This is an optimization exercise on Yosys and OpenROAD, whose aim is small area, not a production implementation.
No functional check of the RTL was part of this run.

File: flow/config.mk
export PLATFORM = sky130hd
export DESIGN_NAME = speech_synth
export DESIGN_NICKNAME = speech_synth
export VERILOG_FILES = /design/flow/design.v
export SDC_FILE = /design/flow/constraint.sdc
export NUM_CORES = 4
export LEC_CHECK = 0
export ABC_AREA = 1
export CAP_MARGIN = 20
export CORE_MARGIN = 2
export CORE_UTILIZATION = 40
export CTS_BUF_LIST = sky130_fd_sc_hd__clkbuf_16
export CTS_CLUSTER_DIAMETER = 80
export CTS_CLUSTER_SIZE = 30
export GPL_TIMING_DRIVEN = 0
export SLEW_MARGIN = 20
File: flow/constraint.sdc
create_clock -name core_clock -period 32.0 [get_ports {clk}]
set_input_delay 6.4000 -clock core_clock [delete_from_list [all_inputs] [get_ports {clk}]]
set_output_delay 6.4000 -clock core_clock [all_outputs]
set_load 0.01 [all_outputs]
File: flow/design.v
package speech_pkg;
   localparam int NSTAGES    = 4;
   localparam int SAMPLE_DIV = 20;    
   localparam int SAMPLE_W   = 14;
   localparam int COEF_W     = 10;
   localparam int COEF_FRAC  = 9;
   localparam int OUT_W      = 10;    
   localparam int DATA_W     = 10;
   localparam int ADDR_W     = 3;
   localparam int LFSR_W     = 13;
   localparam int PROD_W = SAMPLE_W + COEF_W;
   localparam int SUM_W  = PROD_W + 1;
   typedef logic [ADDR_W-1:0] addr_t;
   typedef logic [DATA_W-1:0] data_t;
   localparam addr_t REG_ENERGY = 3'd0;
   localparam addr_t REG_PITCH  = 3'd1;
   localparam addr_t REG_K0     = 3'd2;    
   localparam addr_t REG_CMD    = 3'd6;
   localparam addr_t REG_STATUS = 3'd7;
   localparam logic [LFSR_W-1:0] LFSR_SEED = '1;
   typedef logic signed [SAMPLE_W-1:0] sample_t;
   typedef logic signed [COEF_W-1:0]   coef_t;
   typedef logic [7:0]                 energy_t;
   typedef logic [7:0]                 pitch_t;    
   typedef logic signed [OUT_W-1:0]    out_t;
   typedef struct packed {
      energy_t                  energy;
      pitch_t                   pitch;
      coef_t [NSTAGES-1:0]      k;
   } frame_t;
endpackage
`timescale 1ns/10ps
module host_regs (
   input  logic                clk,
   input  logic                reset,
   input  logic                ws,
   input  logic                rs,
   input  speech_pkg::addr_t   addr,
   input  speech_pkg::data_t   dd,
   input  logic                tick,
   output speech_pkg::data_t   dq,
   output logic                rdy,
   output speech_pkg::frame_t  shadow,
   output logic                talking,
   output logic                restart,
   output logic                load
);
   speech_pkg::data_t  rd_data;
   speech_pkg::frame_t shadow_n;     
   logic               req_pend;     
   logic               req_start;
   assign restart = tick & req_pend;
   assign shadow  = ~shadow_n;
   assign load    = restart & req_start;
   always_comb begin
      case (addr)
         3'd0:    rd_data = speech_pkg::data_t'(shadow.energy);
         3'd1:    rd_data = speech_pkg::data_t'(shadow.pitch);
         3'd2:    rd_data = shadow.k[0];
         3'd3:    rd_data = shadow.k[1];
         3'd4:    rd_data = shadow.k[2];
         3'd5:    rd_data = shadow.k[3];
         3'd6:    rd_data = '0;
         default: rd_data = speech_pkg::data_t'(talking);
      endcase
   end
   always_ff @(posedge clk) begin
      if (reset) begin
         shadow_n  <= '1;
         rdy       <= 1'b0;
         talking   <= 1'b0;
         req_pend  <= 1'b0;
         req_start <= 1'b0;
      end else begin
         rdy <= ws | rs;
         if (ws) begin
            case (addr)
               3'd0: shadow_n.energy <= ~dd[7:0];
               3'd1: shadow_n.pitch  <= ~dd[7:0];
               3'd2: shadow_n.k[0]   <= ~dd;
               3'd3: shadow_n.k[1]   <= ~dd;
               3'd4: shadow_n.k[2]   <= ~dd;
               3'd5: shadow_n.k[3]   <= ~dd;
               default: ;
            endcase
         end
         if (restart) begin
            talking  <= req_start;
            req_pend <= 1'b0;
         end
         if (ws && addr == speech_pkg::REG_CMD) begin    
            req_pend  <= 1'b1;
            req_start <= dd[0];
         end
      end
   end
   always_ff @(posedge clk)
      dq <= rd_data;
endmodule
`timescale 1ns/10ps
module excitation_gen (
   input  logic                clk,
   input  logic                reset,
   input  speech_pkg::energy_t energy,
   input  speech_pkg::pitch_t  pitch,
   input  logic                talking,
   input  logic                restart,
   output logic [2:0]          m5,         
   output logic [1:0]          m4,         
   output logic                tick,
   output speech_pkg::sample_t nexc        
);
   speech_pkg::pitch_t             pulse_cnt;
   logic [speech_pkg::LFSR_W-1:0]  lfsr;
   logic [speech_pkg::LFSR_W-1:0]  lfsr_n;     
   logic                           pos, neg;
   assign tick = (m5 == 3'd4) & (m4 == 2'd3);
   assign lfsr = ~lfsr_n;
   assign pos = talking & ((pitch == '0) ? lfsr[0] : (pulse_cnt == '0));
   assign neg = talking & (pitch == '0) & ~lfsr[0];
   always_comb begin
      if (pos)
         nexc = {2'b11, ~energy, 4'b1111};
      else if (neg)
         nexc = {10'({2'b00, energy} - 10'd1), 4'b1111};
      else
         nexc = '1;
   end
   always_ff @(posedge clk) begin
      if (reset) begin
         m5        <= '0;
         m4        <= '0;
         pulse_cnt <= '0;
         lfsr_n    <= ~speech_pkg::LFSR_SEED;
      end else begin
         m5 <= (m5 == 3'd4) ? 3'd0 : m5 + 3'd1;
         m4 <= m4 + 2'd1;
         if (tick) begin
            if (talking)
               lfsr_n <= ~{lfsr[0], lfsr[12:4], lfsr[3] ^ lfsr[12],
                          lfsr[2] ^ lfsr[12], lfsr[1] ^ lfsr[0]};
            if (restart)
               pulse_cnt <= '0;
            else if (talking && pitch != '0)
               pulse_cnt <= (pulse_cnt == '0) ? pitch - 1'b1 : pulse_cnt - 1'b1;
         end
      end
   end
endmodule
`timescale 1ns/10ps
module lattice_stage (
   input  logic                 clk,
   input  logic                 reset,
   input  logic [2:0]           m5,       
   input  logic [1:0]           m4,       
   input  logic                 restart,
   input  logic                 load,
   input  speech_pkg::coef_t [3:0] k_new,
   input  speech_pkg::sample_t  nexc,
   output speech_pkg::sample_t  g_out
);
   speech_pkg::coef_t   [3:0] kr;     
   speech_pkg::sample_t [3:0] br;     
   speech_pkg::sample_t       g;
   logic                      zb;     
   logic signed [17:0]        acc;    
   logic                      f_a, f_b, b_a, b_b, b_op, cyc_a;
   logic                      first, last_a, last;
   speech_pkg::sample_t       a, x, res;
   logic [6:0]                kw;     
   logic [23:0]               sum_in;
   logic [23:3]               z;
   logic signed [15:0]        s;
   always_comb begin
      f_a    = (m5 == 3'd0);
      f_b    = (m5 == 3'd1);
      b_a    = (m5 == 3'd3);
      b_b    = (m5 == 3'd4);
      b_op   = b_a | b_b;
      cyc_a  = f_a | b_a;
      first  = f_a & (m4 == 2'd0);
      last_a = b_a & (m4 == 2'd2);
      last   = b_b & (m4 == 2'd3);
      if (b_a)
         a = (zb | last_a) ? '0 : br[2];
      else
         a = first ? nexc : g;
      if (b_op)
         x = g;                       
      else if (zb)
         x = '0;
      else
         x = f_a ? br[0] : br[3];
      case (1'b1)
         f_a:     kw = {kr[0][5:0], 1'b0};
         b_a:     kw = {kr[1][5:0], 1'b0};
         f_b:     kw = {{2{kr[3][9]}}, kr[3][9:5]};
         default: kw = {{2{kr[0][9]}}, kr[0][9:5]};
      endcase
      sum_in = cyc_a ? {a[13], a, 9'b0} : {{6{acc[17]}}, acc};
      s      = z[18:3];
      if (s[15:13] == {3{s[15]}})
         res = s[13:0];
      else
         res = {s[15], {13{~s[15]}}};
   end
   lattice_mac u_mac (
      .inv (b_op),
      .w   (kw),
      .x   (x),
      .A   (sum_in),
      .z   (z)
   );
   always_ff @(posedge clk) begin
      kr  <= load ? k_new : {kr[0], kr[3:1]};
      br  <= {b_b ? res : br[0], br[3:1]};
      acc <= z[23:6];
      if (f_b)
         g <= res;
      if (reset)
         zb <= 1'b1;
      else if (last)
         zb <= restart;
   end
   assign g_out = g;
endmodule
module lattice_mac (
   input  logic inv,
   input  logic [6:0] w,
   input  logic [13:0] x,
   input  logic [23:0] A,
   output logic [23:3] z
);
   wire bo0 = w[1] ^ w[0];
   wire bt0 = (w[2] & ~w[1] & ~w[0]) | (~w[2] & w[1] & w[0]);
   wire bn0 = w[2];
   wire bs0 = w[2] ^ (inv & (bo0 | bt0));
   wire pp0_0 = (bo0 & (x[0] ^ inv)) ^ bn0;
   wire pp0_1 = ((bo0 & x[1]) | (bt0 & x[0])) ^ bs0;
   wire pp0_2 = ((bo0 & x[2]) | (bt0 & x[1])) ^ bs0;
   wire pp0_3 = ((bo0 & x[3]) | (bt0 & x[2])) ^ bs0;
   wire pp0_4 = ((bo0 & x[4]) | (bt0 & x[3])) ^ bs0;
   wire pp0_5 = ((bo0 & x[5]) | (bt0 & x[4])) ^ bs0;
   wire pp0_6 = ((bo0 & x[6]) | (bt0 & x[5])) ^ bs0;
   wire pp0_7 = ((bo0 & x[7]) | (bt0 & x[6])) ^ bs0;
   wire pp0_8 = ((bo0 & x[8]) | (bt0 & x[7])) ^ bs0;
   wire pp0_9 = ((bo0 & x[9]) | (bt0 & x[8])) ^ bs0;
   wire pp0_10 = ((bo0 & x[10]) | (bt0 & x[9])) ^ bs0;
   wire pp0_11 = ((bo0 & x[11]) | (bt0 & x[10])) ^ bs0;
   wire pp0_12 = ((bo0 & x[12]) | (bt0 & x[11])) ^ bs0;
   wire pp0_13 = ((bo0 & x[13]) | (bt0 & x[12])) ^ bs0;
   wire pp0_14 = ~(((bo0 & x[13]) | (bt0 & x[13])) ^ bs0);
   wire bo1 = w[3] ^ w[2];
   wire bt1 = (w[4] & ~w[3] & ~w[2]) | (~w[4] & w[3] & w[2]);
   wire bn1 = w[4];
   wire bs1 = w[4] ^ (inv & (bo1 | bt1));
   wire pp1_0 = (bo1 & (x[0] ^ inv)) ^ bn1;
   wire pp1_1 = ((bo1 & x[1]) | (bt1 & x[0])) ^ bs1;
   wire pp1_2 = ((bo1 & x[2]) | (bt1 & x[1])) ^ bs1;
   wire pp1_3 = ((bo1 & x[3]) | (bt1 & x[2])) ^ bs1;
   wire pp1_4 = ((bo1 & x[4]) | (bt1 & x[3])) ^ bs1;
   wire pp1_5 = ((bo1 & x[5]) | (bt1 & x[4])) ^ bs1;
   wire pp1_6 = ((bo1 & x[6]) | (bt1 & x[5])) ^ bs1;
   wire pp1_7 = ((bo1 & x[7]) | (bt1 & x[6])) ^ bs1;
   wire pp1_8 = ((bo1 & x[8]) | (bt1 & x[7])) ^ bs1;
   wire pp1_9 = ((bo1 & x[9]) | (bt1 & x[8])) ^ bs1;
   wire pp1_10 = ((bo1 & x[10]) | (bt1 & x[9])) ^ bs1;
   wire pp1_11 = ((bo1 & x[11]) | (bt1 & x[10])) ^ bs1;
   wire pp1_12 = ((bo1 & x[12]) | (bt1 & x[11])) ^ bs1;
   wire pp1_13 = ((bo1 & x[13]) | (bt1 & x[12])) ^ bs1;
   wire pp1_14 = ~(((bo1 & x[13]) | (bt1 & x[13])) ^ bs1);
   wire bo2 = w[5] ^ w[4];
   wire bt2 = (w[6] & ~w[5] & ~w[4]) | (~w[6] & w[5] & w[4]);
   wire bn2 = w[6];
   wire bs2 = w[6] ^ (inv & (bo2 | bt2));
   wire pp2_0 = (bo2 & (x[0] ^ inv)) ^ bn2;
   wire pp2_1 = ((bo2 & x[1]) | (bt2 & x[0])) ^ bs2;
   wire pp2_2 = ((bo2 & x[2]) | (bt2 & x[1])) ^ bs2;
   wire pp2_3 = ((bo2 & x[3]) | (bt2 & x[2])) ^ bs2;
   wire pp2_4 = ((bo2 & x[4]) | (bt2 & x[3])) ^ bs2;
   wire pp2_5 = ((bo2 & x[5]) | (bt2 & x[4])) ^ bs2;
   wire pp2_6 = ((bo2 & x[6]) | (bt2 & x[5])) ^ bs2;
   wire pp2_7 = ((bo2 & x[7]) | (bt2 & x[6])) ^ bs2;
   wire pp2_8 = ((bo2 & x[8]) | (bt2 & x[7])) ^ bs2;
   wire pp2_9 = ((bo2 & x[9]) | (bt2 & x[8])) ^ bs2;
   wire pp2_10 = ((bo2 & x[10]) | (bt2 & x[9])) ^ bs2;
   wire pp2_11 = ((bo2 & x[11]) | (bt2 & x[10])) ^ bs2;
   wire pp2_12 = ((bo2 & x[12]) | (bt2 & x[11])) ^ bs2;
   wire pp2_13 = ((bo2 & x[13]) | (bt2 & x[12])) ^ bs2;
   wire pp2_14 = ~(((bo2 & x[13]) | (bt2 & x[13])) ^ bs2);
   wire s1 = pp0_4 ^ pp1_2;
   wire c2 = pp0_4 & pp1_2;
   wire s3 = pp0_5 ^ pp1_3;
   wire c4 = pp0_5 & pp1_3;
   wire s5 = pp0_6 ^ pp1_4;
   wire c6 = pp0_6 & pp1_4;
   wire s7 = pp0_7 ^ pp1_5;
   wire c8 = pp0_7 & pp1_5;
   wire s9 = pp0_8 ^ pp1_6;
   wire c10 = pp0_8 & pp1_6;
   wire s11 = pp0_9 ^ pp1_7;
   wire c12 = pp0_9 & pp1_7;
   wire s13 = pp0_10 ^ pp1_8;
   wire c14 = pp0_10 & pp1_8;
   wire s15 = pp0_11 ^ pp1_9;
   wire c16 = pp0_11 & pp1_9;
   wire s17 = pp0_12 ^ pp1_10;
   wire c18 = pp0_12 & pp1_10;
   wire s19 = pp0_13 ^ pp1_11;
   wire c20 = pp0_13 & pp1_11;
   wire s21 = pp0_14 ^ pp1_12 ^ pp2_10;
   wire c22 = (pp0_14 & pp1_12) | (pp0_14 & pp2_10) | (pp1_12 & pp2_10);
   wire s23 = pp1_13 ^ pp2_11;
   wire c24 = pp1_13 & pp2_11;
   wire s25 = pp0_2 ^ pp1_0;
   wire c26 = pp0_2 & pp1_0;
   wire s27 = pp0_3 ^ pp1_1;
   wire c28 = pp0_3 & pp1_1;
   wire s29 = pp2_0 ^ bn2 ^ A[4];
   wire c30 = (pp2_0 & bn2) | (pp2_0 & A[4]) | (bn2 & A[4]);
   wire s31 = pp2_1 ^ A[5] ^ c2;
   wire c32 = (pp2_1 & A[5]) | (pp2_1 & c2) | (A[5] & c2);
   wire s33 = pp2_2 ^ A[6] ^ c4;
   wire c34 = (pp2_2 & A[6]) | (pp2_2 & c4) | (A[6] & c4);
   wire s35 = pp2_3 ^ A[7] ^ c6;
   wire c36 = (pp2_3 & A[7]) | (pp2_3 & c6) | (A[7] & c6);
   wire s37 = pp2_4 ^ A[8] ^ c8;
   wire c38 = (pp2_4 & A[8]) | (pp2_4 & c8) | (A[8] & c8);
   wire s39 = pp2_5 ^ A[9] ^ c10;
   wire c40 = (pp2_5 & A[9]) | (pp2_5 & c10) | (A[9] & c10);
   wire s41 = pp2_6 ^ A[10] ^ c12;
   wire c42 = (pp2_6 & A[10]) | (pp2_6 & c12) | (A[10] & c12);
   wire s43 = pp2_7 ^ A[11] ^ c14;
   wire c44 = (pp2_7 & A[11]) | (pp2_7 & c14) | (A[11] & c14);
   wire s45 = pp2_8 ^ A[12] ^ c16;
   wire c46 = (pp2_8 & A[12]) | (pp2_8 & c16) | (A[12] & c16);
   wire s47 = pp2_9 ^ A[13] ^ c18;
   wire c48 = (pp2_9 & A[13]) | (pp2_9 & c18) | (A[13] & c18);
   wire s49 = A[14] ^ 1'b1 ^ c20;
   wire c50 = (A[14] & 1'b1) | (A[14] & c20) | (1'b1 & c20);
   wire s51 = A[15] ^ 1'b1 ^ c22;
   wire c52 = (A[15] & 1'b1) | (A[15] & c22) | (1'b1 & c22);
   wire s53 = pp1_14 ^ pp2_12 ^ A[16];
   wire c54 = (pp1_14 & pp2_12) | (pp1_14 & A[16]) | (pp2_12 & A[16]);
   wire s55 = pp2_13 ^ A[17];
   wire c56 = pp2_13 & A[17];
   wire s57 = pp0_0 ^ bn0;
   wire c58 = pp0_0 & bn0;
   wire s59 = pp0_1 ^ A[1];
   wire c60 = pp0_1 & A[1];
   wire s61 = bn1 ^ A[2] ^ s25;
   wire c62 = (bn1 & A[2]) | (bn1 & s25) | (A[2] & s25);
   wire s63 = A[3] ^ c26 ^ s27;
   wire c64 = (A[3] & c26) | (A[3] & s27) | (c26 & s27);
   wire s65 = s1 ^ c28 ^ s29;
   wire c66 = (s1 & c28) | (s1 & s29) | (c28 & s29);
   wire s67 = s3 ^ c30 ^ s31;
   wire c68 = (s3 & c30) | (s3 & s31) | (c30 & s31);
   wire s69 = s5 ^ c32 ^ s33;
   wire c70 = (s5 & c32) | (s5 & s33) | (c32 & s33);
   wire s71 = s7 ^ c34 ^ s35;
   wire c72 = (s7 & c34) | (s7 & s35) | (c34 & s35);
   wire s73 = s9 ^ c36 ^ s37;
   wire c74 = (s9 & c36) | (s9 & s37) | (c36 & s37);
   wire s75 = s11 ^ c38 ^ s39;
   wire c76 = (s11 & c38) | (s11 & s39) | (c38 & s39);
   wire s77 = s13 ^ c40 ^ s41;
   wire c78 = (s13 & c40) | (s13 & s41) | (c40 & s41);
   wire s79 = s15 ^ c42 ^ s43;
   wire c80 = (s15 & c42) | (s15 & s43) | (c42 & s43);
   wire s81 = s17 ^ c44 ^ s45;
   wire c82 = (s17 & c44) | (s17 & s45) | (c44 & s45);
   wire s83 = s19 ^ c46 ^ s47;
   wire c84 = (s19 & c46) | (s19 & s47) | (c46 & s47);
   wire s85 = s21 ^ c48 ^ s49;
   wire c86 = (s21 & c48) | (s21 & s49) | (c48 & s49);
   wire s87 = s23 ^ c50 ^ s51;
   wire c88 = (s23 & c50) | (s23 & s51) | (c50 & s51);
   wire s89 = c24 ^ c52 ^ s53;
   wire c90 = (c24 & c52) | (c24 & s53) | (c52 & s53);
   wire s91 = 1'b1 ^ c54 ^ s55;
   wire c92 = (1'b1 & c54) | (1'b1 & s55) | (c54 & s55);
   wire s93 = pp2_14 ^ A[18] ^ c56;
   wire c94 = (pp2_14 & A[18]) | (pp2_14 & c56) | (A[18] & c56);
   wire s95 = A[19] ^ 1'b1;
   wire c96 = A[19] & 1'b1;
   wire s97 = A[20] ^ 1'b1;
   wire c98 = A[20] & 1'b1;
   wire s99 = A[21] ^ 1'b1;
   wire c100 = A[21] & 1'b1;
   wire s101 = A[22] ^ 1'b1;
   wire c102 = A[22] & 1'b1;
   wire s103 = A[23] ^ 1'b1;
   wire c104 = A[23] & 1'b1;
   wire s105 = A[0] ^ s57;
   wire c106 = A[0] & s57;
   wire s107 = c58 ^ s59 ^ c106;
   wire c108 = (c58 & s59) | (c58 & c106) | (s59 & c106);
   wire s109 = c60 ^ s61 ^ c108;
   wire c110 = (c60 & s61) | (c60 & c108) | (s61 & c108);
   wire s111 = c62 ^ s63 ^ c110;
   wire c112 = (c62 & s63) | (c62 & c110) | (s63 & c110);
   wire s113 = c64 ^ s65 ^ c112;
   wire c114 = (c64 & s65) | (c64 & c112) | (s65 & c112);
   wire s115 = c66 ^ s67 ^ c114;
   wire c116 = (c66 & s67) | (c66 & c114) | (s67 & c114);
   wire s117 = c68 ^ s69 ^ c116;
   wire c118 = (c68 & s69) | (c68 & c116) | (s69 & c116);
   wire s119 = c70 ^ s71 ^ c118;
   wire c120 = (c70 & s71) | (c70 & c118) | (s71 & c118);
   wire s121 = c72 ^ s73 ^ c120;
   wire c122 = (c72 & s73) | (c72 & c120) | (s73 & c120);
   wire s123 = c74 ^ s75 ^ c122;
   wire c124 = (c74 & s75) | (c74 & c122) | (s75 & c122);
   wire s125 = c76 ^ s77 ^ c124;
   wire c126 = (c76 & s77) | (c76 & c124) | (s77 & c124);
   wire s127 = c78 ^ s79 ^ c126;
   wire c128 = (c78 & s79) | (c78 & c126) | (s79 & c126);
   wire s129 = c80 ^ s81 ^ c128;
   wire c130 = (c80 & s81) | (c80 & c128) | (s81 & c128);
   wire s131 = c82 ^ s83 ^ c130;
   wire c132 = (c82 & s83) | (c82 & c130) | (s83 & c130);
   wire s133 = c84 ^ s85 ^ c132;
   wire c134 = (c84 & s85) | (c84 & c132) | (s85 & c132);
   wire s135 = c86 ^ s87 ^ c134;
   wire c136 = (c86 & s87) | (c86 & c134) | (s87 & c134);
   wire s137 = c88 ^ s89 ^ c136;
   wire c138 = (c88 & s89) | (c88 & c136) | (s89 & c136);
   wire s139 = c90 ^ s91 ^ c138;
   wire c140 = (c90 & s91) | (c90 & c138) | (s91 & c138);
   wire s141 = c92 ^ s93 ^ c140;
   wire c142 = (c92 & s93) | (c92 & c140) | (s93 & c140);
   wire s143 = c94 ^ s95 ^ c142;
   wire c144 = (c94 & s95) | (c94 & c142) | (s95 & c142);
   wire s145 = c96 ^ s97 ^ c144;
   wire c146 = (c96 & s97) | (c96 & c144) | (s97 & c144);
   wire s147 = c98 ^ s99 ^ c146;
   wire c148 = (c98 & s99) | (c98 & c146) | (s99 & c146);
   wire s149 = c100 ^ s101 ^ c148;
   wire c150 = (c100 & s101) | (c100 & c148) | (s101 & c148);
   wire s151 = c102 ^ s103 ^ c150;
   wire c152 = (c102 & s103) | (c102 & c150) | (s103 & c150);
   assign z = {s151, s149, s147, s145, s143, s141, s139, s137, s135, s133, s131, s129, s127, s125, s123, s121, s119, s117, s115, s113, s111};
endmodule
`timescale 1ns/10ps
module sample_out (
   input  logic                clk,
   input  logic                reset,
   input  logic                talking,
   input  logic                tick,
   output logic                sample_valid
);
   always_ff @(posedge clk) begin
      if (reset)
         sample_valid <= 1'b0;
      else
         sample_valid <= tick & talking;
   end
endmodule
`timescale 1ns/10ps
module speech_synth (
   input  logic               clk,
   input  logic               reset,
   input  logic               ws,
   input  logic               rs,
   input  speech_pkg::addr_t  addr,
   input  speech_pkg::data_t  dd,
   output speech_pkg::data_t  dq,
   output logic               rdy,
   output speech_pkg::out_t   dac_out,
   output logic               sample_valid
);
   speech_pkg::frame_t  shadow;
   speech_pkg::energy_t energy;    
   speech_pkg::pitch_t  pitch;
   logic                talking;
   logic                restart;
   logic                load;
   logic                tick;
   logic [2:0]          m5;
   logic [1:0]          m4;
   speech_pkg::sample_t nexc;
   speech_pkg::sample_t g3;
   host_regs u_host_regs (
      .clk     (clk),
      .reset   (reset),
      .ws      (ws),
      .rs      (rs),
      .addr    (addr),
      .dd      (dd),
      .tick    (tick),
      .dq      (dq),
      .rdy     (rdy),
      .shadow  (shadow),
      .talking (talking),
      .restart (restart),
      .load    (load)
   );
   always_ff @(posedge clk)
      if (load) begin
         energy <= shadow.energy;
         pitch  <= shadow.pitch;
      end
   excitation_gen u_excitation_gen (
      .clk     (clk),
      .reset   (reset),
      .energy  (energy),
      .pitch   (pitch),
      .talking (talking),
      .restart (restart),
      .m5      (m5),
      .m4      (m4),
      .tick    (tick),
      .nexc    (nexc)
   );
   lattice_stage u_lattice (
      .clk     (clk),
      .reset   (reset),
      .m5      (m5),
      .m4      (m4),
      .restart (restart),
      .load    (load),
      .k_new   (shadow.k),
      .nexc    (nexc),
      .g_out   (g3)
   );
   assign dac_out = ~g3[13:4];
   sample_out u_sample_out (
      .clk          (clk),
      .reset        (reset),
      .talking      (talking),
      .tick         (tick),
      .sample_valid (sample_valid)
   );
endmodule
File: flow/flow/run.sh
#!/bin/bash
# Own layout flow: the standard ORFS flow (standard.sh) with these changes:
#  - the port buffers are sky130_fd_sc_hd__buf_1;
#  - clock tree synthesis inserts no dummy loads, and uses clkbuf_8 for the root and
#    inner tree buffers and clkbuf_16 at the leaves.
# Every other script, setting and step is the standard one. Each step's output goes to
# its own log in this folder; ORFS's own per-stage logs are under orfs/logs/.
set -euo pipefail
W=$PWD
rm -rf "$W/scripts_area"
cp -r "$FLOW_HOME/scripts" "$W/scripts_area"
cp "$W/flow/abc_area.script" "$W/scripts_area/abc_area.script"
CTS="-sink_clustering_enable -repair_clock_nets -sink_clustering_size 30 -sink_clustering_max_diameter 80"
CTS="$CTS -buf_list sky130_fd_sc_hd__clkbuf_16 -root_buf sky130_fd_sc_hd__clkbuf_8 -tree_buf sky130_fd_sc_hd__clkbuf_8 -dont_use_dummy_load"
V=("SCRIPTS_DIR=$W/scripts_area" "BUFFER_PORTS_ARGS=-buffer_cell sky130_fd_sc_hd__buf_1" "CTS_ARGS=$CTS")
for step in synth floorplan place cts route finish; do
  bash standard.sh "${V[@]}" "$step" > "$W/flow_$step.log" 2>&1
done
test -f "$W/out/final.def"
File: flow/flow/abc_area.script
strash
dch
amap
topo
stime -c
File: flow/standard.sh
#!/bin/bash
# synth_recipe.tcl (not shown) runs the flow's synth.tcl, then flattens the netlist and writes it again
# the make line also repeats each setting of config.mk as NAME=value (left out here)
make -C /OpenROAD-flow-scripts/flow DESIGN_CONFIG=/design/flow/config.mk WORK_HOME=/design/flow/orfs CLKGATE_MAP_FILE= SYNTH_SCRIPT=/design/flow/synth_recipe.tcl "${@:-finish}"
==> summary.txt <==
[state kept, by name, indices dropped and copies added (netlist names), 2 cells and up]
| name | count |
|---|---|
| u_lattice.kr | 40 |
| energy | 8 |
| u_excitation_gen.m4 | 2 |
| u_excitation_gen.lfsr_n | 13 |
| pitch | 8 |
| u_host_regs.shadow_n | 56 |
| u_lattice.g | 14 |
| u_excitation_gen.m5 | 3 |
| u_excitation_gen.pulse_cnt | 8 |
| u_lattice.br | 56 |
| u_lattice.acc | 18 |
| u_host_regs.dq | 10 |
[Yosys cell counts (all sizes together), types with 2 or more instances]
cell type,instances
o21ai,142
a31oi,5
o32ai,4
o221ai,30
or2,5
nor2,123
nor3,12
and2,3
a221oi,4
a222oi,2
a21oi,94
o22a,10
nand3,12
a211oi,3
nor4,3
o32a,3
fa,47
nand4,2
clkinv,162
and3,4
a22oi,10
o21a,4
dfxtp,212
or3,5
o22ai,91
edfxtp,30
nand2,88
ha,28
nor2b,7
[worst max-delay path: cells and delay by family (launching register included)]
family	cells	cell delay (ns)
compound gates	9	3.17
fa+ha+maj	19	6.80
buf+inv	10	2.20
flops	1	0.36
simple gates	3	1.33
[stage by stage]
step	setup WS, ns	util
after floorplan	18.77	-
after global placement	14.82	0.430
after detailed placement	18.11	0.437
after CTS	18.02	0.449
after global routing	17.10	0.450
final	18.03	0.450
[layer usage]
layer	up-vias	track usage	share of wire
met5	-	0	0
met4	0	0.0525	0.024
met3	37	0.0243	0.049
met2	238	0.325	0.46
met1	4037	0.286	0.47
li1	4242	-	-
[final timing paths]
check / startpoint / to / slack (ns) / cells after the start
worst max-delay path: u_excitation_gen.m5[0] / u_lattice.br[48] / 18.03 / 41
worst max register to register: u_excitation_gen.m5[0] / u_lattice.br[48] / 18.03 / 41
worst min-delay path: u_lattice.br[42] / u_lattice.br[28] / 0.31 / 0
worst min register to register: u_lattice.br[42] / u_lattice.br[28] / 0.31 / 0
[cells by family after synthesis]
family	after synthesis	share of synthesized area
adders and majority gates	75	0.121
xor gates and xnor gates	1	0.000823
DFF	242	0.483
buffers and inverters	163	0.0575
AOI/OAI and AO/OA	414	0.233
and+or+nand+nor	265	0.103
[cell type report]
type	count	area share
multi-input combinational	755	0.420
inverter	162	0.0518
buffer	1	0.000320
clock buffer	14	0.0270
tap	335	0.0357
sequential	242	0.439
timing repair buffer	46	0.0261
[layout by cell type (no fill, tap or decap), types with 30 or more instances in the layout]
| cell type | count |
|---|---|
| nor2_1 | 121 |
| fa_1 | 47 |
| o22ai_1 | 88 |
| nand2_1 | 87 |
| o21ai_0 | 141 |
| o221ai_1 | 30 |
| a21oi_1 | 91 |
| buf_1 | 38 |
| edfxtp_1 | 30 |
| clkinv_1 | 162 |
| dfxtp_1 | 212 |
==> key figures <==
Status
  • Outcome: timing/DRC/antenna clean

Clocking
  • H-tree levels: 1
  • Setup Buffers After CTS: 0
  • Clk root buf: clkbuf_8
  • CTS Sinks: 242
  • Longest Clk Path Bufs: 3
  • Clk slew on worst S/H paths: 0.09 ns
  • CTS tree: built
  • Post-cts resize count: 0
  • CTS Buf Count: 14
  • Hold_buf cts: 0
  • Clock Latency Late Sink: 0.54 ns

Setup path
  • Crit path max fanout: 24
  • Worst setup EP type: flip-flop
  • CP most frequent cell: fa_1
  • Worst EP required: 32.41 ns
  • CP peak stage delay: 0.88 ns
  • Critical path type: reg2reg
  • Slowest CP cell: clkinv_1
  • Worst EP arrival: 14.38 ns
  • CP Launch Type: flip-flop

STA
  • Max-slew violations: 0
  • Slew HR: 0.339
  • Fin. Hold Viols: 0
  • Fin Hold WS: 0.311 ns
  • FMAX: 0.0716 GHz
  • Final Skew: 0.0558 ns
  • Setup Viol. Count Final: 0
  • Fin Setup TNS: 0 ns
  • Period utilization: 0.436
  • Worst-Margin Slew: 0.986 ns
  • RSZ-0062 raised after global routing: no
  • Min cycle time layout: 13.97 ns

Floorplanning
  • Die area: 27900 um^2
  • Core Box Area: 26100 um^2
  • Ports: 39
  • Die width: 167 um
  • Rows: 59
  • Die H: 167 um
  • Initial Util: 0.408

Detailed routing
  • First DRT Iteration DRCs: 701
  • Detail Route Antenna Nets: 0
  • Remaining routing DRC violations: 0
  • Vias after detailed routing: 8554
  • DR vias/cell: 5.50
  • Final wirelength: 27.8 mm
  • WL per Instance: 17.9 um
  • First-pass iteration count of the detailed router: 7

Logic synthesis
  • FFs w/ async S/R, synth: 0
  • Cell variety after synth: 44
  • Synth top area cells: dfxtp_1 40%, fa_1 8.8%, edfxtp_1 8.5%, o21ai_0 6.7%, clkinv_1 5.7%
  • Share of the synthesized area in the top cell type: 0.399
  • Post-synth top area cell: dfxtp_1
  • FF+latch count, synth: 242
  • Syn_area_per_cell: 9.17 um^2
  • Syn Nets: 1252
  • Synth warn: 5
  • Synth Flop Type: dfxtp_1
  • Post-synth EDFFs: 30
  • Mapped Cells: 1160
  • Cell Area, Synth: 10600 um^2
  • Sequential cell area fraction in the yosys report: 0.483

Global routing
  • Vias in the first global route: 8079
  • First-pass GRT wire length: 45.0 mm
  • Gr usage total: 0.201
  • Antenna violations before repair: 0
  • Remaining Overflow, GRT: 0
  • Maximum number of pins on one net before global-route repair: 37

Job
  • Max_cap viols: 0

Final layout
  • Area occupied by multi-input gates: 4930 um^2
  • Register area: 5140 um^2
  • FILL cells: 2616
  • Non-filler cells, final: 1555
  • Nets@finish: 1314
  • Fraction of layout cells with a size suffix above 1: 0.0270
  • Antenna Cells: 0
  • Final Cell Area: 11700 um^2
  • Area growth, synth to finish: 10.2%

Placed design
  • Post-placement cell count: 1540
  • Port Buf Inserts: 38
  • Routability cong.: 0.836
  • Post-DP HPWL: 20.0 mm
  • DP Area: 11400 um^2

Hold path
  • Hold WC Path Type: reg2reg

[port drivers added, routing unchanged]
The flow's constraints put no driver on any port. The routed layout listed below was extracted and timed again, unchanged, in two steps. Step 1 sets driving cells, clkbuf_16 on the clock port and buf_2 on the other inputs (assumed; they add their load-dependent delay and slew). Step 2 times the ports against the registers' clock, not the clock port: input delays grow and output delays shrink by t, the midpoint of the rising clock arrivals with the driver on. a / b / c = no drivers / after step 1 / after step 2; a / b = the first two.
shift t [ns]: 0.559
slack for setup (ns): 18.034 / 18.034 / 18.034
worst setup path after step 2: register to register
After both steps this run still meets setup and hold. For this run, drivers alone change the setup slack by 0.000 ns; drivers and shift together by 0.000 ns.
